This design comes from an exercise in tuning for small area, a short achievable clock period and few clock cycles per item on the open sky130 flow, not from production work. Only simulation tests tie the RTL to the original design; equivalence was not proved.

**design/flow/design.v**
```verilog
`timescale 1ns/1ps
`default_nettype none
module cordic_top (
    input  logic               clk,
    input  logic               rst,
    input  logic               valid_in,
    input  logic [31:0]        angle_ieee754,
    output logic signed [15:0] sin_ieee754,
    output logic signed [15:0] cos_ieee754,
    output logic               valid,
    output logic signed [2:0]  flip_out
);
    logic       armed_q, s1_q, it_q, post_q, valid_q;
    logic [2:0] p_q;                   
    logic       idle, go;
    assign idle = ~(s1_q | it_q | post_q);
    assign go   = valid_in & armed_q & idle;
    logic [7:0]  w_e;
    logic        w_ok, w_neg;
    logic        w_inr;
    logic [25:0] w_mm, w_fix;
    logic [48:0] w_base;
    logic [8:0]  w_h;
    logic [3:0]  w_Q;
    logic [5:0]  w_rh;
    logic [22:0] w_r;
    logic [9:0]  w_c [0:11];
    logic [11:0] w_ge, w_oh;
    always_comb begin
        w_e   = angle_ieee754[30:23];
        w_ok  = (w_e != 8'd0) && (w_e < 8'd137);
        w_neg = angle_ieee754[31] & w_ok;
        w_mm  = {1'b1, angle_ieee754[22:0], 2'b00};     
        w_inr  = w_e[7] ? (w_e[6:0] <= 7'd8) : (w_e[6:0] >= 7'd110);
        w_base = w_e[7] ? {w_mm, 23'd0} : {32'd0, w_mm[25:9]};
        w_fix  = w_inr ? 26'(w_base >> (~w_e[4:0])) : 26'd0;
        w_h   = w_fix[25:17];
        for (int k = 0; k < 12; k++) begin
            w_c[k]  = {1'b0, w_h} - 10'(45 * k);
            w_ge[k] = ~w_c[k][9];
        end
        w_Q  = 4'd0;
        w_rh = 6'd0;
        for (int k = 0; k < 12; k++) begin
            w_oh[k] = w_ge[k] & ((k == 11) ? 1'b1 : ~w_ge[(k + 1) % 12]);
            w_rh    = w_rh | ({6{w_oh[k]}} & w_c[k][5:0]);
            w_Q     = w_Q | ({4{w_oh[k]}} & 4'(k));
        end
        w_r   = {w_rh, w_fix[16:0]};
    end
    logic [22:0] r_q;
    logic [2:0]  fl0_q, fl_q;          
    logic signed [15:0] w_z5;
    logic signed [18:0] w_x5, w_y5;
    logic               w_t1, w_t2, w_t3, w_t4;
    logic [3:0]         w_d;               
    always_comb begin
        w_t1 = (r_q >= 23'd2949116);
        case (w_t1)
            1'b1: begin
                w_t2 = (r_q >= 23'd4690078);
                case (w_t2)
                    1'b1: begin
                        w_t3 = (r_q >= 23'd5609962);
                        if (w_t3) w_t4 = 1'b0;
                        else        w_t4 = (r_q >= 23'd5143030);
                    end
                    1'b0: begin
                        w_t3 = (r_q >= 23'd3770194);
                        if (w_t3) w_t4 = (r_q >= 23'd4237126);
                        else        w_t4 = (r_q >= 23'd3303262);
                    end
                endcase
            end
            1'b0: begin
                w_t2 = (r_q >= 23'd1208154);
                case (w_t2)
                    1'b1: begin
                        w_t3 = (r_q >= 23'd2128039);
                        if (w_t3) w_t4 = (r_q >= 23'd2594971);
                        else        w_t4 = (r_q >= 23'd1661106);
                    end
                    1'b0: begin
                        w_t3 = (r_q >= 23'd288270);
                        if (w_t3) w_t4 = (r_q >= 23'd755202);
                        else        w_t4 = 1'b1;
                    end
                endcase
            end
        endcase
        w_d = {w_t1, w_t2, w_t3, w_t4};
        case (w_d)
            4'd15:    begin w_x5 = -19'sd14378; w_y5 = 19'sd130194; end
            4'd14:    begin w_x5 = 19'sd1944; w_y5 = 19'sd130972; end
            4'd13:    begin w_x5 = 19'sd18111; w_y5 = 19'sd129729; end
            4'd12:    begin w_x5 = 19'sd34123; w_y5 = 19'sd126465; end
            4'd11:    begin w_x5 = 19'sd48580; w_y5 = 19'sd121644; end
            4'd10:    begin w_x5 = 19'sd63348; w_y5 = 19'sd114650; end
            4'd9:     begin w_x5 = 19'sd77028; w_y5 = 19'sd105944; end
            4'd8:     begin w_x5 = 19'sd89620; w_y5 = 19'sd95530; end
            4'd7:     begin w_x5 = 19'sd95530; w_y5 = 19'sd89620; end
            4'd6:     begin w_x5 = 19'sd105944; w_y5 = 19'sd77028; end
            4'd5:     begin w_x5 = 19'sd114650; w_y5 = 19'sd63348; end
            4'd4:     begin w_x5 = 19'sd121644; w_y5 = 19'sd48580; end
            4'd3:     begin w_x5 = 19'sd126465; w_y5 = 19'sd34123; end
            4'd2:     begin w_x5 = 19'sd129729; w_y5 = 19'sd18111; end
            4'd1:     begin w_x5 = 19'sd130972; w_y5 = 19'sd1944; end
            default:  begin w_x5 = 19'sd130194; w_y5 = -19'sd14378; end
        endcase
    end
    wire [25:0] m_t = {3'b000, r_q} + {r_q, 3'b000};
    wire m_c25 = (w_d == 4'd1) | (w_d == 4'd2) | (w_d == 4'd5) | (w_d == 4'd6) | (w_d == 4'd8) | (w_d == 4'd11) | (w_d == 4'd12) | (w_d == 4'd15);
    wire m_c26 = (w_d == 4'd1) | (w_d == 4'd4) | (w_d == 4'd6) | (w_d == 4'd7) | (w_d == 4'd10) | (w_d == 4'd12) | (w_d == 4'd13) | (w_d == 4'd15);
    wire m_c27 = (w_d == 4'd2) | (w_d == 4'd5) | (w_d == 4'd6) | (w_d == 4'd8) | (w_d == 4'd11) | (w_d == 4'd12) | (w_d == 4'd14) | (w_d == 4'd15);
    wire m_c28 = (w_d == 4'd0) | (w_d == 4'd2) | (w_d == 4'd3) | (w_d == 4'd4) | (w_d == 4'd6) | (w_d == 4'd7) | (w_d == 4'd10) | (w_d == 4'd14);
    wire m_c29 = (w_d == 4'd1) | (w_d == 4'd2) | (w_d == 4'd4) | (w_d == 4'd7) | (w_d == 4'd9) | (w_d == 4'd10) | (w_d == 4'd12) | (w_d == 4'd15);
    wire m_c30 = (w_d == 4'd3) | (w_d == 4'd5) | (w_d == 4'd6) | (w_d == 4'd7) | (w_d == 4'd8) | (w_d == 4'd9) | (w_d == 4'd10) | (w_d == 4'd12);
    wire m_c31 = (w_d == 4'd2) | (w_d == 4'd3) | (w_d == 4'd6) | (w_d == 4'd7) | (w_d == 4'd10) | (w_d == 4'd13);
    wire m_c32 = (w_d == 4'd4) | (w_d == 4'd5) | (w_d == 4'd6) | (w_d == 4'd7) | (w_d == 4'd8) | (w_d == 4'd9) | (w_d == 4'd10) | (w_d == 4'd14) | (w_d == 4'd15);
    wire m_c33 = (w_d == 4'd11) | (w_d == 4'd12) | (w_d == 4'd13) | (w_d == 4'd14) | (w_d == 4'd15);
    wire m_c34 = (w_d == 4'd4) | (w_d == 4'd5) | (w_d == 4'd6) | (w_d == 4'd7) | (w_d == 4'd8) | (w_d == 4'd9) | (w_d == 4'd10) | (w_d == 4'd11);
    wire m_c35 = (w_d == 4'd12) | (w_d == 4'd13) | (w_d == 4'd14) | (w_d == 4'd15);
    wire m_c37 = (w_d == 4'd0) | (w_d == 4'd1) | (w_d == 4'd2) | (w_d == 4'd3) | (w_d == 4'd4) | (w_d == 4'd5) | (w_d == 4'd6) | (w_d == 4'd7);
    wire m_c38 = (w_d == 4'd1) | (w_d == 4'd3) | (w_d == 4'd5) | (w_d == 4'd7) | (w_d == 4'd8) | (w_d == 4'd10) | (w_d == 4'd12) | (w_d == 4'd14);
    wire m_c39 = (w_d == 4'd1) | (w_d == 4'd2) | (w_d == 4'd5) | (w_d == 4'd6) | (w_d == 4'd10) | (w_d == 4'd11) | (w_d == 4'd14) | (w_d == 4'd15);
    wire m_1 = m_t[10] ^ ~r_q[0];
    wire m_2 = m_t[10] & ~r_q[0];
    wire m_3 = m_t[11] ^ ~r_q[1];
    wire m_4 = m_t[11] & ~r_q[1];
    wire m_5 = m_t[12] ^ ~r_q[2];
    wire m_6 = m_t[12] & ~r_q[2];
    wire m_7 = m_t[13] ^ ~r_q[3];
    wire m_8 = m_t[13] & ~r_q[3];
    wire m_9 = m_t[0] ^ m_t[14] ^ ~r_q[4];
    wire m_10 = (m_t[0] & m_t[14]) | (m_t[0] & ~r_q[4]) | (m_t[14] & ~r_q[4]);
    wire m_11 = m_t[1] ^ m_t[15] ^ ~r_q[5];
    wire m_12 = (m_t[1] & m_t[15]) | (m_t[1] & ~r_q[5]) | (m_t[15] & ~r_q[5]);
    wire m_13 = m_t[2] ^ m_t[16] ^ ~r_q[6];
    wire m_14 = (m_t[2] & m_t[16]) | (m_t[2] & ~r_q[6]) | (m_t[16] & ~r_q[6]);
    wire m_15 = m_t[3] ^ m_t[17] ^ ~r_q[7];
    wire m_16 = (m_t[3] & m_t[17]) | (m_t[3] & ~r_q[7]) | (m_t[17] & ~r_q[7]);
    wire m_17 = m_t[4] ^ m_t[18] ^ ~r_q[8];
    wire m_18 = (m_t[4] & m_t[18]) | (m_t[4] & ~r_q[8]) | (m_t[18] & ~r_q[8]);
    wire m_19 = m_t[5] ^ m_t[19] ^ ~r_q[9];
    wire m_20 = (m_t[5] & m_t[19]) | (m_t[5] & ~r_q[9]) | (m_t[19] & ~r_q[9]);
    wire m_21 = m_t[6] ^ m_t[20] ^ ~r_q[10];
    wire m_22 = (m_t[6] & m_t[20]) | (m_t[6] & ~r_q[10]) | (m_t[20] & ~r_q[10]);
    wire m_23 = m_t[7] ^ m_t[21];
    wire m_24 = m_t[7] & m_t[21];
    wire m_25 = m_t[8] ^ m_t[22] ^ ~r_q[12];
    wire m_26 = (m_t[8] & m_t[22]) | (m_t[8] & ~r_q[12]) | (m_t[22] & ~r_q[12]);
    wire m_27 = m_t[9] ^ m_t[23];
    wire m_28 = m_t[9] & m_t[23];
    wire m_29 = m_t[10] ^ m_t[24];
    wire m_30 = m_t[10] & m_t[24];
    wire m_31 = m_t[11] ^ m_t[25];
    wire m_32 = m_t[11] & m_t[25];
    wire m_33 = m_t[5] ^ ~r_q[0];
    wire m_34 = m_t[5] & ~r_q[0];
    wire m_35 = m_t[6] ^ ~r_q[1];
    wire m_36 = m_t[6] & ~r_q[1];
    wire m_37 = m_t[7] ^ ~r_q[2];
    wire m_38 = m_t[7] & ~r_q[2];
    wire m_39 = m_t[8] ^ ~r_q[3];
    wire m_40 = m_t[8] & ~r_q[3];
    wire m_41 = m_t[9] ^ ~r_q[4];
    wire m_42 = m_t[9] & ~r_q[4];
    wire m_43 = m_1 ^ ~r_q[5] ^ ~r_q[12];
    wire m_44 = (m_1 & ~r_q[5]) | (m_1 & ~r_q[12]) | (~r_q[5] & ~r_q[12]);
    wire m_45 = m_2 ^ m_3 ^ ~r_q[6];
    wire m_46 = (m_2 & m_3) | (m_2 & ~r_q[6]) | (m_3 & ~r_q[6]);
    wire m_47 = m_4 ^ m_5 ^ ~r_q[7];
    wire m_48 = (m_4 & m_5) | (m_4 & ~r_q[7]) | (m_5 & ~r_q[7]);
    wire m_49 = m_6 ^ m_7 ^ ~r_q[8];
    wire m_50 = (m_6 & m_7) | (m_6 & ~r_q[8]) | (m_7 & ~r_q[8]);
    wire m_51 = m_8 ^ m_9 ^ ~r_q[9];
    wire m_52 = (m_8 & m_9) | (m_8 & ~r_q[9]) | (m_9 & ~r_q[9]);
    wire m_53 = m_10 ^ m_11 ^ ~r_q[10];
    wire m_54 = (m_10 & m_11) | (m_10 & ~r_q[10]) | (m_11 & ~r_q[10]);
    wire m_55 = m_12 ^ m_13 ^ ~r_q[11];
    wire m_56 = (m_12 & m_13) | (m_12 & ~r_q[11]) | (m_13 & ~r_q[11]);
    wire m_57 = m_14 ^ m_15 ^ ~r_q[12];
    wire m_58 = (m_14 & m_15) | (m_14 & ~r_q[12]) | (m_15 & ~r_q[12]);
    wire m_59 = m_16 ^ m_17 ^ ~r_q[13];
    wire m_60 = (m_16 & m_17) | (m_16 & ~r_q[13]) | (m_17 & ~r_q[13]);
    wire m_61 = m_18 ^ m_19 ^ ~r_q[14];
    wire m_62 = (m_18 & m_19) | (m_18 & ~r_q[14]) | (m_19 & ~r_q[14]);
    wire m_63 = m_20 ^ m_21 ^ ~r_q[15];
    wire m_64 = (m_20 & m_21) | (m_20 & ~r_q[15]) | (m_21 & ~r_q[15]);
    wire m_65 = m_22 ^ m_23 ^ ~r_q[11];
    wire m_66 = (m_22 & m_23) | (m_22 & ~r_q[11]) | (m_23 & ~r_q[11]);
    wire m_67 = m_24 ^ m_25 ^ ~r_q[17];
    wire m_68 = (m_24 & m_25) | (m_24 & ~r_q[17]) | (m_25 & ~r_q[17]);
    wire m_69 = m_26 ^ m_27 ^ ~r_q[13];
    wire m_70 = (m_26 & m_27) | (m_26 & ~r_q[13]) | (m_27 & ~r_q[13]);
    wire m_71 = m_28 ^ m_29 ^ ~r_q[14];
    wire m_72 = (m_28 & m_29) | (m_28 & ~r_q[14]) | (m_29 & ~r_q[14]);
    wire m_73 = m_30 ^ m_31 ^ ~r_q[15];
    wire m_74 = (m_30 & m_31) | (m_30 & ~r_q[15]) | (m_31 & ~r_q[15]);
    wire m_75 = m_32 ^ m_t[12] ^ ~r_q[16];
    wire m_76 = (m_32 & m_t[12]) | (m_32 & ~r_q[16]) | (m_t[12] & ~r_q[16]);
    wire m_77 = m_t[13] ^ ~r_q[17];
    wire m_78 = m_t[13] & ~r_q[17];
    wire m_79 = m_33 ^ ~r_q[7];
    wire m_80 = m_33 & ~r_q[7];
    wire m_81 = m_34 ^ m_35 ^ ~r_q[8];
    wire m_82 = (m_34 & m_35) | (m_34 & ~r_q[8]) | (m_35 & ~r_q[8]);
    wire m_83 = m_36 ^ m_37 ^ ~r_q[9];
    wire m_84 = (m_36 & m_37) | (m_36 & ~r_q[9]) | (m_37 & ~r_q[9]);
    wire m_85 = m_38 ^ m_39 ^ ~r_q[10];
    wire m_86 = (m_38 & m_39) | (m_38 & ~r_q[10]) | (m_39 & ~r_q[10]);
    wire m_87 = m_40 ^ m_41 ^ ~r_q[11];
    wire m_88 = (m_40 & m_41) | (m_40 & ~r_q[11]) | (m_41 & ~r_q[11]);
    wire m_89 = m_42 ^ m_43 ^ 1'b1;
    wire m_90 = (m_42 & m_43) | (m_42 & 1'b1) | (m_43 & 1'b1);
    wire m_91 = m_44 ^ m_45 ^ ~r_q[13];
    wire m_92 = (m_44 & m_45) | (m_44 & ~r_q[13]) | (m_45 & ~r_q[13]);
    wire m_93 = m_46 ^ m_47 ^ ~r_q[14];
    wire m_94 = (m_46 & m_47) | (m_46 & ~r_q[14]) | (m_47 & ~r_q[14]);
    wire m_95 = m_48 ^ m_49 ^ ~r_q[15];
    wire m_96 = (m_48 & m_49) | (m_48 & ~r_q[15]) | (m_49 & ~r_q[15]);
    wire m_97 = m_50 ^ m_51 ^ ~r_q[16];
    wire m_98 = (m_50 & m_51) | (m_50 & ~r_q[16]) | (m_51 & ~r_q[16]);
    wire m_99 = m_52 ^ m_53 ^ ~r_q[17];
    wire m_100 = (m_52 & m_53) | (m_52 & ~r_q[17]) | (m_53 & ~r_q[17]);
    wire m_101 = m_54 ^ m_55 ^ ~r_q[18];
    wire m_102 = (m_54 & m_55) | (m_54 & ~r_q[18]) | (m_55 & ~r_q[18]);
    wire m_103 = m_56 ^ m_57 ^ ~r_q[19];
    wire m_104 = (m_56 & m_57) | (m_56 & ~r_q[19]) | (m_57 & ~r_q[19]);
    wire m_105 = m_58 ^ m_59 ^ ~r_q[20];
    wire m_106 = (m_58 & m_59) | (m_58 & ~r_q[20]) | (m_59 & ~r_q[20]);
    wire m_107 = m_60 ^ m_61 ^ ~r_q[21];
    wire m_108 = (m_60 & m_61) | (m_60 & ~r_q[21]) | (m_61 & ~r_q[21]);
    wire m_109 = m_62 ^ m_63 ^ ~r_q[22];
    wire m_110 = (m_62 & m_63) | (m_62 & ~r_q[22]) | (m_63 & ~r_q[22]);
    wire m_111 = m_64 ^ m_65 ^ ~r_q[16];
    wire m_112 = (m_64 & m_65) | (m_64 & ~r_q[16]) | (m_65 & ~r_q[16]);
    wire m_113 = m_66 ^ m_67 ^ 1'b1;
    wire m_114 = (m_66 & m_67) | (m_66 & 1'b1) | (m_67 & 1'b1);
    wire m_115 = m_68 ^ m_69 ^ ~r_q[18];
    wire m_116 = (m_68 & m_69) | (m_68 & ~r_q[18]) | (m_69 & ~r_q[18]);
    wire m_117 = m_70 ^ m_71 ^ ~r_q[19];
    wire m_118 = (m_70 & m_71) | (m_70 & ~r_q[19]) | (m_71 & ~r_q[19]);
    wire m_119 = m_72 ^ m_73 ^ ~r_q[20];
    wire m_120 = (m_72 & m_73) | (m_72 & ~r_q[20]) | (m_73 & ~r_q[20]);
    wire m_121 = m_74 ^ m_75 ^ ~r_q[21];
    wire m_122 = (m_74 & m_75) | (m_74 & ~r_q[21]) | (m_75 & ~r_q[21]);
    wire m_123 = m_76 ^ m_77 ^ ~r_q[22];
    wire m_124 = (m_76 & m_77) | (m_76 & ~r_q[22]) | (m_77 & ~r_q[22]);
    wire m_125 = m_78 ^ m_t[14] ^ ~r_q[18];
    wire m_126 = (m_78 & m_t[14]) | (m_78 & ~r_q[18]) | (m_t[14] & ~r_q[18]);
    wire m_127 = m_t[15] ^ ~r_q[19];
    wire m_128 = m_t[15] & ~r_q[19];
    wire m_129 = m_t[16] ^ ~r_q[20];
    wire m_130 = m_t[16] & ~r_q[20];
    wire m_131 = m_t[17] ^ ~r_q[21];
    wire m_132 = m_t[17] & ~r_q[21];
    wire m_133 = m_t[18] ^ ~r_q[22];
    wire m_134 = m_t[18] & ~r_q[22];
    wire m_l1 = m_114 ^ m_115;
    wire m_l2 = m_114 & m_115;
    wire m_l3 = m_116 ^ m_117 ^ m_c26;
    wire m_l4 = (m_116 & m_117) | (m_116 & m_c26) | (m_117 & m_c26);
    wire m_l5 = m_118 ^ m_119 ^ m_c27;
    wire m_l6 = (m_118 & m_119) | (m_118 & m_c27) | (m_119 & m_c27);
    wire m_l7 = m_120 ^ m_121 ^ m_c28;
    wire m_l8 = (m_120 & m_121) | (m_120 & m_c28) | (m_121 & m_c28);
    wire m_l9 = m_122 ^ m_123 ^ m_c29;
    wire m_l10 = (m_122 & m_123) | (m_122 & m_c29) | (m_123 & m_c29);
    wire m_l11 = m_124 ^ m_125 ^ m_c30;
    wire m_l12 = (m_124 & m_125) | (m_124 & m_c30) | (m_125 & m_c30);
    wire m_l13 = m_126 ^ m_127 ^ m_c31;
    wire m_l14 = (m_126 & m_127) | (m_126 & m_c31) | (m_127 & m_c31);
    wire m_l15 = m_128 ^ m_129 ^ m_c32;
    wire m_l16 = (m_128 & m_129) | (m_128 & m_c32) | (m_129 & m_c32);
    wire m_l17 = m_130 ^ m_131 ^ m_c33;
    wire m_l18 = (m_130 & m_131) | (m_130 & m_c33) | (m_131 & m_c33);
    wire m_l19 = m_132 ^ m_133 ^ m_c34;
    wire m_l20 = (m_132 & m_133) | (m_132 & m_c34) | (m_133 & m_c34);
    wire m_l21 = m_134 ^ m_t[19] ^ m_c35;
    wire m_l22 = (m_134 & m_t[19]) | (m_134 & m_c35) | (m_t[19] & m_c35);
    wire m_l23 = m_t[20] ^ 1'b1;
    wire m_l24 = m_t[20] & 1'b1;
    wire m_l25 = m_t[21] ^ m_c37;
    wire m_l26 = m_t[21] & m_c37;
    wire m_l27 = m_t[22] ^ m_c38;
    wire m_l28 = m_t[22] & m_c38;
    wire m_l29 = m_t[23] ^ m_c39;
    wire m_l30 = m_t[23] & m_c39;
    wire [39:0] m_a = {m_l28, m_l26, m_l24, m_l22, m_l20, m_l18, m_l16, m_l14, m_l12, m_l10, m_l8, m_l6, m_l4, m_l2, m_l1, m_112, m_110, m_108, m_106, m_104, m_102, m_100, m_98, m_96, m_94, m_92, m_90, m_88, m_86, m_84, m_82, m_80, m_79, m_t[4], m_t[3], m_t[2], m_t[1], m_t[0], ~r_q[1], ~r_q[0]};
    wire [39:0] m_b = {m_l29, m_l27, m_l25, m_l23, m_l21, m_l19, m_l17, m_l15, m_l13, m_l11, m_l9, m_l7, m_l5, m_l3, m_c25, m_113, m_111, m_109, m_107, m_105, m_103, m_101, m_99, m_97, m_95, m_93, m_91, m_89, m_87, m_85, m_83, m_81, 1'b1, ~r_q[6], ~r_q[5], ~r_q[4], ~r_q[3], ~r_q[2], 1'b0, 1'b1};
    wire [39:0] m_s = m_a + m_b;
    assign w_z5 = m_s[39:24];
    logic signed [18:0] x_q, y_q;
    logic [15:0]        zu_q;
    logic               w_da, w_db;
    logic signed [15:0] w_z5r;
    logic signed [12:0] w_z6;
    logic signed [18:0] w_xa, w_ya, w_xb, w_yb, w_xs1, w_ys1, w_xs2, w_ys2;
    logic [15:0]        w_zun;
    logic [3:0]         hx_q, hy_q;       
    logic signed [18:0] w_xsh5, w_xsh7, w_xsh9, w_xsh11, w_ysh5, w_ysh7, w_ysh9, w_ysh11, w_xash6, w_xash8, w_xash10, w_xash12, w_yash6, w_yash8, w_yash10, w_yash12;
    always_comb begin
        w_z5r = {~zu_q[15], zu_q[14:0]};
        w_da  = zu_q[15];
        w_z6  = 13'(w_da ? (w_z5r - 16'sd4095) : (w_z5r + 16'sd4095));
        w_db  = (p_q == 3'd0) ? ~w_z6[12] : zu_q[14];
        w_zun = (p_q == 3'd0) ? {w_z6[11:0], 4'b0000} : {zu_q[13:0], 2'b00};
        w_xsh5 = x_q >>> 5;
        w_xsh7 = x_q >>> 7;
        w_xsh9 = x_q >>> 9;
        w_xsh11 = x_q >>> 11;
        w_ysh5 = y_q >>> 5;
        w_ysh7 = y_q >>> 7;
        w_ysh9 = y_q >>> 9;
        w_ysh11 = y_q >>> 11;
        w_xs1 = ({19{hx_q[0]}} & w_xsh5) | ({19{hx_q[1]}} & w_xsh7) |
                ({19{hx_q[2]}} & w_xsh9) | ({19{hx_q[3]}} & w_xsh11);
        w_ys1 = ({19{hy_q[0]}} & w_ysh5) | ({19{hy_q[1]}} & w_ysh7) |
                ({19{hy_q[2]}} & w_ysh9) | ({19{hy_q[3]}} & w_ysh11);
        w_xa  = x_q + (w_ys1 ^ {19{w_da}}) + {18'd0, w_da};
        w_ya  = y_q + (w_xs1 ^ {19{~w_da}}) + {18'd0, ~w_da};
        w_xash6 = w_xa >>> 6;
        w_xash8 = w_xa >>> 8;
        w_xash10 = w_xa >>> 10;
        w_xash12 = w_xa >>> 12;
        w_yash6 = w_ya >>> 6;
        w_yash8 = w_ya >>> 8;
        w_yash10 = w_ya >>> 10;
        w_yash12 = w_ya >>> 12;
        w_xs2 = ({19{hx_q[0]}} & w_xash6) | ({19{hx_q[1]}} & w_xash8) |
                ({19{hx_q[2]}} & w_xash10) | ({19{hx_q[3]}} & w_xash12);
        w_ys2 = ({19{hy_q[0]}} & w_yash6) | ({19{hy_q[1]}} & w_yash8) |
                ({19{hy_q[2]}} & w_yash10) | ({19{hy_q[3]}} & w_yash12);
        w_xb  = w_xa + (w_ys2 ^ {19{w_db}}) + {18'd0, w_db};
        w_yb  = w_ya + (w_xs2 ^ {19{~w_db}}) + {18'd0, ~w_db};
    end
    logic signed [5:0]  w_Hx, w_Hy, w_Hs, w_Hc;
    logic [6:0]         w_Lx, w_Ly, w_Ls, w_Lc;
    logic               w_x1, w_x0, w_y1, w_y0;
    logic signed [7:0]  w_sx0, w_sx1, w_sx2, w_sx3, w_sy0, w_sy1, w_sy2, w_sy3, w_ss, w_sc;
    logic signed [5:0]  w_X0, w_X1, w_X2, w_Y0, w_Y1, w_Y2;
    logic               w_ns, w_nc;
    logic signed [15:0] w_sin, w_cos;
    function automatic logic signed [5:0] hstep(input logic signed [5:0] h,
                                                input logic signed [7:0] s,
                                                input logic a1, input logic a0);
        if (!s[7] && s[6] && a1)
            hstep = h + 6'sd1;
        else if (s[7] && a0)
            hstep = h - 6'sd1;
        else
            hstep = h;
    endfunction
    function automatic logic signed [15:0] round_q15(input logic signed [5:0] h,
                                                     input logic [6:0] lh,
                                                     input logic signed [7:0] s,
                                                     input logic n);
        logic signed [5:0]  hn;
        logic [6:0]         ln;
        logic signed [8:0]  w;
        logic signed [8:0]  mid;
        logic signed [6:0]  top;
        logic signed [15:0] rm, r0, rp;
        hn = n ? ~h : h;
        ln = n ? ~lh : lh;
        w  = n ? (9'sd66 - {s[7], s}) : ({s[7], s} + 9'sd2);
        mid = {2'b00, ln} - 9'sd1;
        top = {hn[5], hn} + {{6{mid[8]}}, mid[7]};
        rm  = (top >= 7'sd16) ? 16'sh7FFF : (top < -7'sd16) ? 16'sh8000 : {top[4:0], mid[6:0], w[5:2]};
        mid = {2'b00, ln};
        top = {hn[5], hn};
        r0  = (top >= 7'sd16) ? 16'sh7FFF : (top < -7'sd16) ? 16'sh8000 : {top[4:0], mid[6:0], w[5:2]};
        mid = {2'b00, ln} + 9'sd1;
        top = {hn[5], hn} + {6'd0, mid[7]};
        rp  = (top >= 7'sd16) ? 16'sh7FFF : (top < -7'sd16) ? 16'sh8000 : {top[4:0], mid[6:0], w[5:2]};
        if (w[8])
            round_q15 = rm;
        else if (w[6])
            round_q15 = rp;
        else
            round_q15 = r0;
    endfunction
    always_comb begin
        w_Hx = x_q[18:13];
        w_Hy = y_q[18:13];
        w_Lx = x_q[12:6];
        w_Ly = y_q[12:6];
        w_x1 = &x_q[12:6];
        w_x0 = ~|x_q[12:6];
        w_y1 = &y_q[12:6];
        w_y0 = ~|y_q[12:6];
        w_sx0 = {2'b00, x_q[5:0]};
        w_sy0 = {2'b00, y_q[5:0]};
        w_X0 = hstep(w_Hx, w_sx0, w_x1, w_x0) >>> 0;
        w_Y0 = hstep(w_Hy, w_sy0, w_y1, w_y0) >>> 0;
        w_sx1 = w_sx0 + ({{2{w_Y0[5]}}, w_Y0} ^ {8{zu_q[15]}}) + {7'd0, zu_q[15]};
        w_sy1 = w_sy0 + ({{2{w_X0[5]}}, w_X0} ^ {8{~zu_q[15]}}) + {7'd0, ~zu_q[15]};
        w_X1 = hstep(w_Hx, w_sx1, w_x1, w_x0) >>> 1;
        w_Y1 = hstep(w_Hy, w_sy1, w_y1, w_y0) >>> 1;
        w_sx2 = w_sx1 + ({{2{w_Y1[5]}}, w_Y1} ^ {8{zu_q[14]}}) + {7'd0, zu_q[14]};
        w_sy2 = w_sy1 + ({{2{w_X1[5]}}, w_X1} ^ {8{~zu_q[14]}}) + {7'd0, ~zu_q[14]};
        w_X2 = hstep(w_Hx, w_sx2, w_x1, w_x0) >>> 2;
        w_Y2 = hstep(w_Hy, w_sy2, w_y1, w_y0) >>> 2;
        w_sx3 = w_sx2 + ({{2{w_Y2[5]}}, w_Y2} ^ {8{zu_q[13]}}) + {7'd0, zu_q[13]};
        w_sy3 = w_sy2 + ({{2{w_X2[5]}}, w_X2} ^ {8{~zu_q[13]}}) + {7'd0, ~zu_q[13]};
        w_ns  = fl_q[1] ^ fl_q[2];
        w_nc  = fl_q[1] ^ fl_q[0];
        w_Hs  = fl_q[0] ? w_Hx : w_Hy;
        w_Ls  = fl_q[0] ? w_Lx : w_Ly;
        w_ss  = fl_q[0] ? w_sx3 : w_sy3;
        w_Hc  = fl_q[0] ? w_Hy : w_Hx;
        w_Lc  = fl_q[0] ? w_Ly : w_Lx;
        w_sc  = fl_q[0] ? w_sy3 : w_sx3;
        w_sin = round_q15(w_Hs, w_Ls, w_ss, w_ns);
        w_cos = round_q15(w_Hc, w_Lc, w_sc, w_nc);
    end
    always_ff @(posedge clk or negedge rst) begin
        if (!rst) begin
            armed_q <= 1'b0;
            s1_q    <= 1'b0;
            it_q    <= 1'b0;
            post_q  <= 1'b0;
            valid_q <= 1'b0;
        end else begin
            armed_q <= 1'b1;
            s1_q    <= go;
            if (s1_q)
                it_q <= 1'b1;
            else if (p_q == 3'd3)
                it_q <= 1'b0;
            post_q  <= it_q & (p_q == 3'd3);
            valid_q <= post_q;
        end
    end
    always_ff @(posedge clk) begin
        r_q   <= w_r;
        fl0_q <= {w_neg, w_Q[1:0]};
        if (s1_q) begin
            fl_q <= fl0_q;
            x_q  <= w_x5;
            y_q  <= w_y5;
            zu_q <= {~w_z5[15], w_z5[14:0]};
            p_q  <= 3'd0;
            hx_q <= 4'b0001;
            hy_q <= 4'b0001;
        end else begin
            x_q  <= w_xb;
            y_q  <= w_yb;
            zu_q <= w_zun;
            p_q  <= p_q + 3'd1;
            hx_q <= {hx_q[2:0], 1'b0};
            hy_q <= {hy_q[2:0], 1'b0};
        end
    end
    logic signed [15:0] sin_q, cos_q;
    logic [2:0]         flip_q;
    always_ff @(posedge clk or negedge rst) begin
        if (!rst) begin
            sin_q  <= '0;
            cos_q  <= '0;
            flip_q <= '0;
        end else if (post_q) begin
            sin_q  <= w_sin;
            cos_q  <= w_cos;
            flip_q <= fl_q;
        end
    end
    assign sin_ieee754 = sin_q;
    assign cos_ieee754 = cos_q;
    assign flip_out    = flip_q;
    assign valid       = valid_q;
endmodule
`default_nettype wire
```
**design/flow/run.sh**
```bash
#!/bin/bash
# synth_recipe.tcl (not shown) runs the flow's synth.tcl, then flattens the netlist and writes it again
# the make line also repeats each setting of config.mk as NAME=value (left out here)
make -C /OpenROAD-flow-scripts/flow DESIGN_CONFIG=/design/flow/config.mk WORK_HOME=/design/flow/orfs CLKGATE_MAP_FILE= SYNTH_SCRIPT=/design/flow/synth_recipe.tcl finish
```
**design/flow/config.mk**
```make
export PLATFORM = sky130hd
export DESIGN_NAME = cordic_top
export DESIGN_NICKNAME = cordic_top
export VERILOG_FILES = /design/flow/design.v
export SDC_FILE = /design/flow/constraint.sdc
export NUM_CORES = 4
export LEC_CHECK = 0
export ABC_AREA = 1
export CAP_MARGIN = 20
export CORE_MARGIN = 2
export CORE_UTILIZATION = 40
export PLACE_DENSITY = 0.85
export SETUP_SLACK_MARGIN = 4.5
export SLEW_MARGIN = 20
```
**design/flow/constraint.sdc**
```tcl
create_clock -name core_clock -period 12.0 [get_ports {clk}]
set_input_delay 2.4000 -clock core_clock [delete_from_list [all_inputs] [get_ports {clk}]]
set_output_delay 2.4000 -clock core_clock [all_outputs]
set_load 0.01 [all_outputs]
```
==> results.sh, run 1 <==
export IMPL_worst_pin_slew_ns=1.010
export IMPL_hold_path_class="reg -> reg"
export IMPL_cp_num_buf_inv=7
export IMPL_rsz0062_at_grt="true"
export IMPL_rows=89
export IMPL_crit_type="in -> reg"
export IMPL_topRoutingLayerUsed="met5"
export IMPL_clockBufferDepth=2
export IMPL_antenna_found_initial=1
export IMPL_synth_top_area_share=0.1328
export IMPL_yosysTopAreaCell="ha_1"
export IMPL_setup_tns_final_ns=0
export IMPL_dieArea_mm2=0.06204
export IMPL_status="no timing/DRC/antenna violations"
export IMPL_gp_congestion=1.024
export IMPL_vias=26009
export IMPL_htreeDepth=4
export IMPL_syn_inst=3783
export IMPL_wl_met1_um=31730
export IMPL_areaGrowthSynthToFinish_pct=10.56
export IMPL_grt_overflow_total=0
export IMPL_cts_tree="yes"
export IMPL_reg2reg_depth=41
export IMPL_drc_errors=0
export IMPL_dr_pass1_iters=12
export IMPL_syn_area_per_cell_um2=6.351
export IMPL_grt_pass1_vias=23945
export IMPL_netlist_area_mm2=0.02402
export IMPL_finalCritPeriodShare=0.5900
export IMPL_ys_ff_latch=130
export IMPL_arrival_ns=7.44
export IMPL_hpwlAfterDp_um=58400
export IMPL_portBuffers=70
export IMPL_wl_met2_um=34340
export IMPL_floorplan_initialDensity=0.4055
export IMPL_grt_max_degree=69
export IMPL_fp_dieH_um=249.1
export IMPL_critPathMaxFanout=35
export IMPL_crit_slowest_cell="a2111oi_0"
export IMPL_ys_flop_type="dfxtp_1"
export IMPL_postRouteAntennaNets=0
export IMPL_cts_made_buffers=17
export IMPL_finalClockSkew_ns=0.01003
export IMPL_clock_sinks=130
export IMPL_wirelength_um=75450
export IMPL_fin_crit_ns=7.080
export IMPL_cpPeakStageDelay_ns=0.50
export IMPL_worstPathCellList="clkdlybuf4s50_1 -> buf_4 -> nand2_1 -> inv_1 -> o2111ai_1 -> a21oi_2 -> clkinvlp_4 -> a211oi_1 -> nand2_1 -> inv_2 -> ha_1 -> inv_1 -> o21ai_0 -> nand2_1 -> nand2_1 -> nor3_1 -> inv_1 -> nor2_1 -> a2111oi_0 -> o2111ai_1 -> or3_1"
export IMPL_synth_area_leaders="ha_1, nand2_1, xor2_1, inv_1, o21ai_0"
export IMPL_clk_latency_ns=0.48
export IMPL_grt_pass1_wl_um=119600
export IMPL_viasPerCell=5.666
export IMPL_cts_root_buf="clkbuf_16"
export IMPL_yosys_warnings=2
export IMPL_finalHoldViolCount=0
export IMPL_cp_depth=21
export IMPL_timing_fmax_mhz=141.3
export IMPL_slew_violations=0
export IMPL_synth_edff_count=3
export IMPL_ctsHoldBuffers=0
export IMPL_drtIter0Drc=2776
export IMPL_wl_met3_um=6057
export IMPL_yosysMostFrequentCell="nand2_1"
export IMPL_finalNetCount=4164
export IMPL_crit_top_cell="nand2_1"
export IMPL_syn_nets=4143
export IMPL_netlist_cell_type_count=74
export IMPL_coreArea_mm2=0.05924
export IMPL_n_antenna_cell=0
export IMPL_clkTransAtPathRegs_ns=0.06
export IMPL_wl_per_cell_um=16.44
export IMPL_num_io_pins=71
export IMPL_synthArstFlopShare=0.3077
export IMPL_cap_violations=0
export IMPL_end_kind="register"
export IMPL_cpLargestDelayFamily="buffers and inverters"
export IMPL_die_x_um=249.1
export IMPL_yosysSeqAreaShare=0.1179
export IMPL_cp_required_ns=12.36
export IMPL_whs_ns=0.4059
export IMPL_synth_common_cells="nand2_1, inv_1, o21ai_0"
export IMPL_cp_start_kind="primary input"
export IMPL_setup_viol=0
export IMPL_grt_use_total=0.2325
export IMPL_whs_path_depth=0
export IMPL_final_layout_size_suffix_gt1_frac=0.07598
export IMPL_max_slew_margin_rel=0.3212
## cell families (layout without fill, tap and decap cells)
kind of cell,after synthesis,count (layout),synth area share
mux,1,1,0.0004167
flops,130,130,0.1179
buf+inv,651,685,0.1047
fa+ha+maj,325,325,0.1911
compound gates,904,904,0.2157
xor+xnor,269,269,0.09838
simple gates,1502,1502,0.2716
other cells,1,1,0.0001561
## through the flow
step	util	cells	worst slack, ns	area [um2]
final	0.4483	4590	4.920	26560
after global routing	0.4483	4590	4.374	26560
after CTS	0.4382	4562	4.494	25960
after detailed placement	0.4277	4529	3.756	25340
after global placement	0.4277	4529	3.896	25340
after floorplan	-	3783	4.999	24020
## sequential cells by signal (all words and copies together) (netlist names), 3 cells and up
signal,cells
x_q,19
p_q,3
r_q,23
zu_q,16
fl0_q,3
y_q,19
cos_q,16
flip_q,3
hy_q,3
sin_q,16
fl_q,3
## area by class of cell
type / instances / area, um2
timing repair buffer: 117 / 1116
clock inverter: 14 / 131.4
timing repair inverter: 1 / 5.005
clock buffer: 18 / 439.2
tap: 773 / 967.2
fill: 5964 / 32680
multi-input combinational: 3002 / 18990
inverter: 535 / 2048
sequential: 130 / 2867
## worst register-to-register path: cells and delay by family (launching register included)
family / cells / cell delay, ns
buffers and inverters: 5 / 0.71
adders and majority gates: 3 / 1.18
DFF: 1 / 0.40
AOI/OAI and AO/OA: 9 / 1.41
xor gates and xnor gates: 4 / 0.81
and+or+nand+nor: 20 / 2.43
## routing by layer
metal	GRT usage	up-vias
met5	0	-
met4	0.09914	2
met3	0.03835	253
met2	0.3858	1224
met1	0.2981	11879
li1	-	12651
## cells in the final DEF (no fill, tap or decap), types with 9 or more instances in the layout
cell               n
inv_2             11
buf_4             41
o21ai_0          323
xor2_1           214
dfxtp_1           67
dfrtp_1           39
or2_2             26
nor2_1           296
a21oi_2           18
a22oi_1           17
fa_1              69
nand3_1          207
ha_1             253
xnor2_1           44
a21o_1            10
nand2_4           10
o21bai_1          15
a21oi_1          281
a221oi_1          24
nand4_1           38
nand3_2           28
nand2_1          798
clkdlybuf4s50_1   66
a31oi_1           24
o211ai_1          19
clkinv_1          10
dfxtp_2           17
o21ai_2            9
clkbuf_16         18
inv_1            502
nand2_2           32
nor3_1            28
o21ai_1           25
o2111ai_1         10
o22ai_1           46
a211oi_1          16
## final timing paths
path                              startpoint        to  slack [ns]
max                        angle_ieee754[25]   r_q[20]        4.92
min                                 fl0_q[2]   fl_q[2]        0.41
max reg2reg                         zu_q[15]  cos_q[8]        4.94
min reg2reg                         fl0_q[2]   fl_q[2]        0.41
max in group asynchronous                rst      s1_q        9.31
min in group asynchronous                rst  sin_q[4]        2.05
## repair_timing
item                       in CTS  in global routing
setup buffers                   1                 26
pin swaps                       0                 19
cloned                          0                  2
resized for setup              20                136
setup endpoints to repair      39                 53
Testbench counts, summed over its fixed seeds: cycles 16,808, items 2,400.
==> run 2: changes to the inputs <==
--- a/design/flow/config.mk
+++ b/design/flow/config.mk
@@ -8,7 +8,7 @@
 export ABC_AREA = 1
 export CAP_MARGIN = 20
 export CORE_MARGIN = 2
-export CORE_UTILIZATION = 40
-export PLACE_DENSITY = 0.85
+export CORE_UTILIZATION = 50
+export PLACE_DENSITY = 0.75
 export SETUP_SLACK_MARGIN = 4.5
 export SLEW_MARGIN = 20
==> run 2 against run 1 <==
First-iteration DRC count fell by 13%; critical endpoint unchanged; critical path type unchanged; non-clock buffer count rose by 4; critical path depth rose by 1; flip-flop and latch count is the same; highest routed layer is now met4.
==> results.sh, run 2 <==
export IMPL_syn_area_per_cell_um2=6.351
export IMPL_yosysTopAreaCell="ha_1"
export IMPL_syn_nets=4143
export IMPL_finalClockSkew_ns=0.01806
export IMPL_clock_sinks=130
export IMPL_grtUsageMet3=0.04175
export IMPL_ys_ff_latch=130
export IMPL_netlist_area_mm2=0.02402
export IMPL_slew_violations=0
export IMPL_wl_per_cell_um=17.47
export IMPL_clkTransAtPathRegs_ns=0.06
export IMPL_reg2reg_depth=49
export IMPL_clk_latency_ns=0.48
export IMPL_grt_overflow_total=0
export IMPL_htreeDepth=4
export IMPL_drtIter0Drc=2404
export IMPL_vias=25788
export IMPL_synthArstFlopShare=0.3077
export IMPL_most_common_layout_cells="nand2_1, inv_1, o21ai_0"
export IMPL_portBuffers=70
export IMPL_status="no timing/DRC/antenna violations"
export IMPL_rr_endpoint="y_q[18]"
export IMPL_max_slew_margin_rel=0.3341
export IMPL_hpwlAfterDp_um=60130
export IMPL_ctsHoldBuffers=0
export IMPL_hold_path_class="reg -> reg"
export IMPL_worstHoldEndpoint="fl_q[2]"
export IMPL_dr_pass1_iters=6
export IMPL_grt_pass1_wl_um=122400
export IMPL_finalHoldViolCount=0
export IMPL_regMostFlops="r_q"
export IMPL_post_dp_cell_area_mm2=0.02515
export IMPL_synth_area_leaders="ha_1, nand2_1, xor2_1, inv_1, o21ai_0"
export IMPL_die_x_um=223.2
export IMPL_rows=80
export IMPL_yosys_warnings=2
export IMPL_grt_pass1_vias=23713
export IMPL_finalCritPeriodShare=0.5873
export IMPL_synth_edff_count=3
export IMPL_grt_max_degree=69
export IMPL_drc_errors=0
export IMPL_cap_violations=0
export IMPL_synth_common_cells="nand2_1, inv_1, o21ai_0"
export IMPL_fin_crit_ns=7.048
export IMPL_end_kind="register"
export IMPL_synth_top_area_share=0.1328
export IMPL_cts_tree="yes"
export IMPL_cp_start_kind="primary input"
export IMPL_fin_cells=4436
export IMPL_timing_fmax_mhz=141.9
export IMPL_mostFrequentLayoutCell="nand2_1"
export IMPL_setup_tns_final_ns=0
export IMPL_arrival_ns=7.40
export IMPL_fp_dieH_um=223.2
export IMPL_coreArea_mm2=0.04755
export IMPL_setup_viol=0
export IMPL_grt_busiest_layer="met2"
export IMPL_areaGrowthSynthToFinish_pct=10.16
export IMPL_cts_made_buffers=17
export IMPL_num_io_pins=71
export IMPL_largest_reg_flops=23
export IMPL_crit_type="in -> reg"
export IMPL_syn_inst=3783
export IMPL_n_antenna_cell=0
export IMPL_yosysMostFrequentCell="nand2_1"
export IMPL_grt_use_met2=0.4934
export IMPL_cts_root_buf="clkbuf_16"
export IMPL_gp_congestion=0.9845
export IMPL_largestRegisters="r_q x23, x_q x19, y_q x19"
export IMPL_min_from="fl0_q[2]"
export IMPL_rsz0062_at_grt="true"
export IMPL_dieArea_mm2=0.04982
export IMPL_yosysSeqAreaShare=0.1179
export IMPL_place_inst=4372
export IMPL_fin_area_mm2=0.02646
export IMPL_floorplan_initialDensity=0.5053
export IMPL_netlist_cell_type_count=74
export IMPL_postRouteAntennaNets=0
export IMPL_critPathMaxFanout=31
export IMPL_met1_usage=0.4030
export IMPL_fillCellCount=4695
export IMPL_ys_flop_type="dfxtp_1"
export IMPL_cp_required_ns=12.35
export IMPL_clockBufferDepth=2
export IMPL_wirelength_um=77500
export IMPL_antenna_found_initial=0
export IMPL_viasPerCell=5.813
export IMPL_final_layout_size_suffix_gt1_frac=0.07982
export IMPL_regToRegSetupSlack_ns=4.96
export IMPL_worst_pin_slew_ns=0.9912
export IMPL_whs_path_depth=0
export IMPL_grt_use_total=0.3050
export IMPL_r2r_start="hx_q[0]"
export IMPL_finalNetCount=4169
[run 2: changes by cell type in the layout (fill, tap and decap cells not counted), moves of 3 or more]
cell / before / now
buf_4: 41 / 46
nand2_4: 10 / 7
nand2_2: 32 / 38
buf_12: 4 / 1
o21ai_0: 323 / 330
dfxtp_1: 67 / 61
clkinv_2: 5 / 2
dfxtp_2: 17 / 21
o21ai_1: 25 / 17
inv_2: 11 / 14
inv_6: 6 / 1
a221oi_2: 7 / 4
buf_6: 0 / 3
[run 2: per-layer routing]
metal  part of all wire  up-vias
li1                   -    12668
met1               0.42    11704
met2               0.45     1164
met3              0.079      252
met4              0.048        0
met5                  0        -
[run 2: cell type report]
| type | instances | area [um2] | area share |
|---|---|---|---|
| timing repair inverter | 1 | 5.005 | 0.0001891 |
| multi-input combinational | 3003 | 19050 | 0.7200 |
| sequential | 130 | 2879 | 0.1088 |
| timing repair buffer | 121 | 1112 | 0.04203 |
| clock buffer | 21 | 493.0 | 0.01863 |
| clock inverter | 10 | 96.34 | 0.003640 |
| tap | 615 | 769.5 | 0.02908 |
| inverter | 535 | 2054 | 0.07763 |
[run 2: what timing repair did]
item                                   in CTS  in global routing
setup endpoints to repair                  39                 52
gates resized for setup                    16                133
buffers inserted                            4                 27
pin swaps                                   0                 15
endpoints found under the hold margin       0                  0
cloned                                      1                  1
[run 2: worst max-delay path, cell delays in order]
cell and delay (ns):
clkdlybuf4s50_1 0.45, buf_4 0.27, inv_1 0.40, nand2_1 0.18, nand2_1 0.11, inv_1 0.06, nor2_1 0.05, o21ai_0 0.22
o21ai_0 0.14, or2_2 0.30, nand2_1 0.44, inv_2 0.22, ha_1 0.27, inv_1 0.10, nor2_1 0.08, o21ai_0 0.20
nand3_1 0.20, nand3_1 0.24, inv_1 0.10, a2111oi_0 0.42, o2111ai_1 0.18, or3_1 0.33
[run 2: logic make-up (layout without fill, tap and decap cells)]
kind of cell / Yosys count / in the layout / synth area share
other: 1 / 1 / 0.0001561
XOR/XNOR: 269 / 269 / 0.09838
buffers and inverters: 651 / 688 / 0.1047
AND/OR/NAND/NOR: 1502 / 1503 / 0.2716
multiplexers: 1 / 1 / 0.0004167
flip-flops: 130 / 130 / 0.1179
AO/OA/AOI/OAI: 904 / 904 / 0.2157
adder cells (fa/ha/maj): 325 / 325 / 0.1911
[run 2: per-stage QoR]
stage | util | hold WS (ns) | worst slack [ns]
after CTS | 0.5432 | 0.4022 | 4.502
final | 0.5566 | 0.4021 | 4.952
after global placement | 0.5289 | 0.3867 | 3.716
after detailed placement | 0.5289 | 0.3887 | 3.756
after global routing | 0.5566 | 0.4050 | 4.351
after floorplan | - | 0.3519 | 4.999
[run 2: worst max path at each step]
| stage | startpoint | to | slack [ns] |
|---|---|---|---|
| after floorplan | zu_q[15] | y_q[18] | 5.00 |
| after global placement | hx_q[0] | y_q[18] | 3.72 |
| after detailed placement | hx_q[0] | y_q[18] | 3.76 |
| after CTS | x_q[18] | cos_q[10] | 4.50 |
| after global routing | y_q[11] | y_q[18] | 4.35 |
| final | angle_ieee754[24] | r_q[20] | 4.95 |
==> run 3: changes to the inputs <==
--- a/design/flow/config.mk
+++ b/design/flow/config.mk
@@ -8,7 +8,7 @@
 export ABC_AREA = 1
 export CAP_MARGIN = 20
 export CORE_MARGIN = 2
-export CORE_UTILIZATION = 50
+export CORE_UTILIZATION = 55
 export PLACE_DENSITY = 0.75
 export SETUP_SLACK_MARGIN = 4.5
 export SLEW_MARGIN = 20
==> run 3 against run 2 <==
Worst hold slack improved by 0.0065 ns; critical path depth unchanged; routed wire length about the same; sequential share of layout area increased by 0.063 points; core utilization increased by 5.5 points; clock skew increased by 0.0022 ns; design area decreased by 0.41%; via count decreased by 0.33%.
==> results.sh, run 3 <==
export IMPL_dieArea_mm2=0.04537
export IMPL_arrival_ns=7.65
export IMPL_synth_top_family_by_area="simple AND/OR/NAND/NOR gates"
export IMPL_fin_crit_ns=7.288
export IMPL_finalCritPeriodShare=0.6073
export IMPL_cts_made_buffers=17
export IMPL_worstSetupEndpoint="r_q[20]"
export IMPL_finalNetCount=4167
export IMPL_postRouteAntennaNets=0
export IMPL_grt_max_degree=69
export IMPL_netlist_area_mm2=0.02402
export IMPL_n_antenna_cell=0
export IMPL_cp_required_ns=12.36
export IMPL_mostFrequentLayoutCell="nand2_1"
export IMPL_place_inst=4341
export IMPL_synthArstFlopShare=0.3077
export IMPL_max_slew_margin_rel=0.3864
export IMPL_reg2reg_depth=51
export IMPL_fp_dieH_um=213
export IMPL_ys_ff_latch=130
export IMPL_fin_cells=4405
export IMPL_synth_edff_count=3
export IMPL_cts_root_buf="clkbuf_16"
export IMPL_finalHoldViolCount=0
export IMPL_setup_tns_final_ns=0
export IMPL_final_layout_size_suffix_gt1_frac=0.07827
export IMPL_slew_violations=0
export IMPL_cp_start_kind="primary input"
export IMPL_syn_inst=3783
export IMPL_synth_top_area_share=0.1328
export IMPL_antenna_found_initial=1
export IMPL_dr_pass1_iters=9
export IMPL_yosys_warnings=2
export IMPL_finalClockSkew_ns=0.02029
export IMPL_setup_viol=0
export IMPL_muxShareOfSynthArea=0.0004166
export IMPL_syn_nets=4143
export IMPL_drc_errors=0
export IMPL_cts_tree="yes"
export IMPL_ctsHoldBuffers=0
export IMPL_cp_startpoint="angle_ieee754[26]"
export IMPL_wl_per_cell_um=17.61
export IMPL_r2r_start="hx_q[0]"
export IMPL_syn_area_per_cell_um2=6.351
export IMPL_hpwlAfterDp_um=60680
export IMPL_end_kind="register"
export IMPL_yosysSeqAreaShare=0.1179
export IMPL_htreeDepth=4
export IMPL_largest_reg_flops=23
export IMPL_whs_path_depth=0
export IMPL_grt_overflow_total=0
export IMPL_drtIter0Drc=2291
export IMPL_num_io_pins=71
export IMPL_yosysMostFrequentCell="nand2_1"
export IMPL_multi_input_area_mm2=0.01901
export IMPL_synthAdderAreaFrac=0.1911
export IMPL_regMostFlops="r_q"
export IMPL_largestRegisters="r_q x23, x_q x19, y_q x19"
export IMPL_coreArea_mm2=0.04308
export IMPL_rows=76
export IMPL_timing_fmax_mhz=137.2
export IMPL_clockBufferDepth=2
export IMPL_clkTransAtPathRegs_ns=0.06
export IMPL_most_common_layout_cells="nand2_1, inv_1, o21ai_0"
export IMPL_portBuffers=70
export IMPL_viasPerCell=5.835
export IMPL_synth_simple_area_share=0.2716
export IMPL_synth_area_leaders="ha_1, nand2_1, xor2_1, inv_1, o21ai_0"
export IMPL_synth_common_cells="nand2_1, inv_1, o21ai_0"
export IMPL_rsz0062_at_grt="true"
export IMPL_grt_pass1_wl_um=122200
export IMPL_clk_latency_ns=0.49
export IMPL_wirelength_um=77560
export IMPL_rr_endpoint="x_q[18]"
export IMPL_grt_use_total=0.3404
export IMPL_hold_path_class="reg -> reg"
export IMPL_crit_type="in -> reg"
export IMPL_fillCellCount=4238
export IMPL_gp_congestion=1.011
export IMPL_regToRegSetupSlack_ns=4.83
export IMPL_ys_flop_type="dfxtp_1"
export IMPL_yosysTopAreaCell="ha_1"
export IMPL_clock_sinks=130
export IMPL_critPathMaxFanout=28
export IMPL_cap_violations=0
export IMPL_synth_compound_area_frac=0.2157
export IMPL_seqCellArea_mm2=0.002884
export IMPL_floorplan_initialDensity=0.5577
export IMPL_synth_xor_area_frac=0.09838
export IMPL_areaGrowthSynthToFinish_pct=9.708
export IMPL_status="no timing/DRC/antenna violations"
export IMPL_grt_pass1_vias=23757
export IMPL_worst_pin_slew_ns=0.9203
export IMPL_netlist_cell_type_count=74
export IMPL_vias=25704
export IMPL_die_x_um=213
run 3: cell count changes in the layout (fill, tap and decap cells not counted), sizes merged:
cell,delta
buf,-6
clkbuf,+1
clkinv,-2
clkinvlp,+5
dlymetal6s2s,-1
inv,+2
run 3: worst min-delay path by stage:
stage | from | end | slack (ns)
floorplan | post_q | valid_q | 0.35
global placement | fl0_q[1] | fl_q[1] | 0.39
detailed placement | fl0_q[1] | fl_q[1] | 0.39
CTS | fl0_q[1] | fl_q[1] | 0.41
global route | fl0_q[1] | fl_q[1] | 0.42
finish | fl0_q[1] | fl_q[1] | 0.41
run 3: layout make-up:
class,count,share of cell area
Clock inverter,13,0.004747
Sequential cell,130,0.1094
Timing Repair inverter,3,0.0005222
Inverter,535,0.07823
Timing Repair Buffer,117,0.04111
Clock buffer,19,0.01681
Multi-Input combinational cell,3003,0.7214
Tap cell,585,0.02777
run 3: per-layer routing:
layer | vias up | wire length (um) | GRT usage
met1 | 11642 | 32820 | 0.4393
met5 | - | 0 | 0
met4 | 0 | 4355 | 0.1847
met3 | 307 | 5434 | 0.05015
li1 | 12664 | - | -
met2 | 1091 | 34950 | 0.5478
run 3: timing repair:
action                     in CTS  in global routing
cloned                          2                  3
setup endpoints to repair      39                 57
resized for setup              15                131
buffers inserted                3                 24
pin swaps                       0                  5
run 3: logic make-up after synthesis:
group	after synthesis
simple gates	1502
compound gates	904
buf+inv	651
fa+ha+maj	325
xor+xnor	269
flops	130
other cells	1
mux	1
run 3: metrics by stage:
stage	utilization	setup WS, ns	cell area, um2	hold WS [ns]
after global routing	0.6119	4.341	26360	0.4195
after detailed placement	0.5828	3.738	25100	0.3925
final	0.6119	4.712	26360	0.4086
after floorplan	-	4.999	24020	0.3519
after CTS	0.5976	4.468	25740	0.4075
after global placement	0.5828	3.757	25100	0.3890
run 3: critical path: stages:
cell	delay [ns]
clkdlybuf4s50_1	0.39
buf_4	0.23
nor2_1	0.56
clkinv_1	0.48
o2111ai_1	0.21
a21oi_2	0.19
clkinvlp_4	0.11
buf_4	0.16
nor2_1	0.06
nand2_1	0.38
inv_1	0.23
ha_1	0.30
inv_1	0.08
o21ai_0	0.20
a21oi_1	0.24
or2_2	0.15
nand2_1	0.14
inv_1	0.14
o32ai_1	0.08
a2111oi_0	0.39
o2111ai_1	0.19
or3_1	0.34

[afterwards: timing with drivers on the ports]
In the flow no input, the clock included, has a driving cell. The finished layouts below were timed again as built, in two steps. Step 1 (the two cells are an assumption about what drives the block):
set clk [get_ports {clk}]
set_driving_cell -lib_cell sky130_fd_sc_hd__clkbuf_16 $clk
set_driving_cell -lib_cell sky130_fd_sc_hd__buf_2 [delete_from_list [all_inputs] $clk]
Step 2, shift: input delay + t, output delay - t, t = (earliest + latest rising clock arrival at the registers) / 2. This alone moves slack from input paths to output paths. Three values: no drivers, after step 1, after step 2; two values: the first two.
run | t (ns) | slack for setup (ns) | worst hold slack (ns) | worst setup path after step 2 | worst data-port slew with drivers (ns)
run 1 | 0.525 | 4.920 / 4.944 / 4.428 | 0.406 / 0.406 / 0.406 | input to register | 0.05
run 2 | 0.529 | 4.952 / 4.962 / 4.460 | 0.402 / 0.402 / 0.402 | input to register | 0.05
run 3 | 0.544 | 4.712 / 4.747 / 4.203 | 0.409 / 0.409 / 0.409 | input to register | 0.05
After both steps setup and hold are still met in every run listed. The setup slack of run 3, which loses most, moves by +0.035 ns with the drivers and by -0.509 ns with both steps.
